This design comes from an exercise in tuning for small area and a short achievable clock period on the open sky130 flow, not from production work. Function was checked by simulation only, so behaviour that the tests miss may differ from the original. The flow treats the clock pin as an ideal source, which a real chip does not have. No activity file was given, so power comes from the tool's default toggle rates.

== old ==
==> flow/design.v (excerpt) <==
module ets_sweep_controller #(
  parameter int RESULT_WIDTH  = 32,
  parameter int DEPTH         = 64,
  parameter int STEP_WIDTH    = 16,
  parameter int SETTLE_CYCLES = 16
) (
  input  logic                    clk,
  input  logic                    reset_n,
  input  logic                    start,
  input  logic                    abort,
  input  logic [STEP_WIDTH-1:0]   step_count,
  output logic                    sampler_request_run,
  input  logic                    sampler_running,
  input  logic                    sampler_result_ready,
  input  logic [RESULT_WIDTH-1:0] sampler_result,
  output logic                    phase_step,
  input  logic                    phase_step_ack,
  output logic                    busy,
  output logic                    done,
  output logic [STEP_WIDTH-1:0]   position,
  input  logic                    rd_en,
  output logic                    rd_valid,
  output logic [RESULT_WIDTH-1:0] rd_data,
  output logic [$clog2(DEPTH):0]  level
);
  localparam int LW   = $clog2(DEPTH) + 1;
  localparam int ROWS = 63;                        
  localparam logic [LW-1:0]         LVL_ONE  = 1;
  localparam logic [STEP_WIDTH-1:0] STEP_ONE = 1;
  localparam logic [3:0]            SET_LOAD = 4'(SETTLE_CYCLES - 1);
  logic s_check, s_wr, s_wack, s_settle, s_drain;   
  logic idle;                                       
  logic [STEP_WIDTH-1:0] count_q;
  logic [3:0]            settle_q;
  logic                  last_q;
  assign idle = ~busy;
  logic abort_eff, to_drain, cnt_nz, full, push, pop, set_last, start_i;
  logic n_check, n_req, n_wr, n_step, n_wack, n_settle, n_drain, n_done, n_busy;
  assign full      = level[LW-1];
  assign cnt_nz    = |step_count;
  assign start_i   = idle & start;
  assign set_last  = (settle_q == 4'd0);
  assign abort_eff = abort & busy & ~s_drain;
  assign to_drain  = abort_eff & ((sampler_request_run & sampler_running) |
  ...
Settings: LEC_CHECK=0, CAP_MARGIN=30, CORE_MARGIN=2, CORE_UTILIZATION=48, CTS_CLUSTER_DIAMETER=100, CTS_CLUSTER_SIZE=25, SETUP_SLACK_MARGIN=3.0, SLEW_MARGIN=30; clock period 5.5 ns.
run.sh (not shown) runs the stock make flow with config.mk's settings and CLKGATE_MAP_FILE= SYNTH_SCRIPT=/design/flow/synth_recipe.tcl, a recipe that flattens the netlist after the stock synthesis.
old: full flow OK, the timing, DRC and antenna checks passed
Changes in new relative to old:
Settings: changing CTS_CLUSTER_SIZE from 25 to 30; changing CTS_CLUSTER_DIAMETER from 100 to 60.
==> flow/flow/run.sh (new file) <==
#!/bin/bash
# Own layout flow: the standard ORFS flow, with one hook after clock-tree synthesis
# (flow/post_cts.tcl) that puts a buffer next to each flip-flop driving an output port, so the
# long wire to the port's output buffer is not driven by the flip-flop itself.
set -euo pipefail
export POST_CTS_TCL="$PWD/flow/post_cts.tcl"
bash standard.sh > standard_flow.log 2>&1
==> flow/flow/post_cts.tcl (new file) <==
# Runs inside ORFS's CTS step, after its timing repair and legalisation.
set block [ord::get_db_block]
set bmaster [[ord::get_db] findMaster sky130_fd_sc_hd__buf_4]
proc drv_iterm {net} {
  foreach it [$net getITerms] { if {[$it isOutputSignal]} { return $it } }
  return ""
}
set nb 0
foreach bt [$block getBTerms] {
  if {[$bt getIoType] ne "OUTPUT"} { continue }
  set n1 [$bt getNet]
  if {$n1 eq "NULL"} { continue }
  set it [drv_iterm $n1]
  if {$it eq ""} { continue }
  set obuf [$it getInst]
  set obin ""
  foreach i2 [$obuf getITerms] { if {[$i2 isInputSignal]} { set obin $i2 } }
  if {$obin eq ""} { continue }
  set n2 [$obin getNet]
  set it2 [drv_iterm $n2]
  if {$it2 eq ""} { continue }
  set src [$it2 getInst]
  if {![[$src getMaster] isSequential]} { continue }
  incr nb
  set binst [odb::dbInst_create $block $bmaster "obuf_pre_$nb"]
  set nnet [odb::dbNet_create $block "obuf_pre_net_$nb"]
  $obin disconnect
  $obin connect $nnet
  foreach i3 [$binst getITerms] {
    if {[$i3 isInputSignal]} { $i3 connect $n2 }
    if {[$i3 isOutputSignal]} { $i3 connect $nnet }
  }
  set loc [$src getLocation]
  $binst setLocation [lindex $loc 0] [lindex $loc 1]
  $binst setPlacementStatus PLACED
}
puts "post_cts: inserted $nb buffers after output flip-flops"
detailed_placement
estimate_parasitics -placement
repair_timing_helper
detailed_placement
check_placement -verbose
report_worst_slack -max
==> flow/standard.sh (new file) <==
#!/bin/bash
# synth_recipe.tcl (not shown) runs the flow's synth.tcl, then flattens the netlist and writes it again
# the make line also repeats each setting of config.mk as NAME=value (left out here)
make -C /OpenROAD-flow-scripts/flow DESIGN_CONFIG=/design/flow/config.mk WORK_HOME=/design/flow/orfs CLKGATE_MAP_FILE= SYNTH_SCRIPT=/design/flow/synth_recipe.tcl "${@:-finish}"
removed: flow/run.sh
## What came out
- All of new and old finish clean.
- Diff old -> new: part of the power in the clock network saw an increase; cell area shows an increase of about 3.7%; power after layout went up; combinational group share of total power went up 0.4 points.
- When the final numbers for new and old were put side by side, the sequential share of layout area turned out to be greater in old.
- Looking at routed wire length, new sits 1.4% above old.
- Going from old to new, the length of routed met2 wiring was found to have gone up by about 2.4%.
- In the metrics for new and old, the one carrying the lower initial antenna violation count is new.
- Relative to old, routing usage on met2 has increased by 0.77 points in new.

what the ideal ports hide:
No port has a modelled driver above. Below, the same layouts with a new extraction and two added sets of constraints. Step 1, drivers: a clkbuf_16 drives clk and a buf_2 each remaining input, both assumed. Step 2 times the ports against the registers' clock, not the clock port: input delays grow and output delays shrink by t, the midpoint of the rising clock arrivals with the driver on. Three values: ideal ports, drivers, drivers and shift; two values: the first two.
run	shift t [ns]	setup WS [ns]	worst setup path at the end	worst register clock-pin slew, ns
old	0.853	2.815 / 2.815 / 2.213	input to register	0.11 / 0.11
new	0.906	2.734 / 2.734 / 2.252	input to register	0.11 / 0.11
After both steps setup and hold are still met in every run listed. The setup slack of old, which loses most, moves by 0.000 ns with the drivers and by -0.602 ns with both steps.
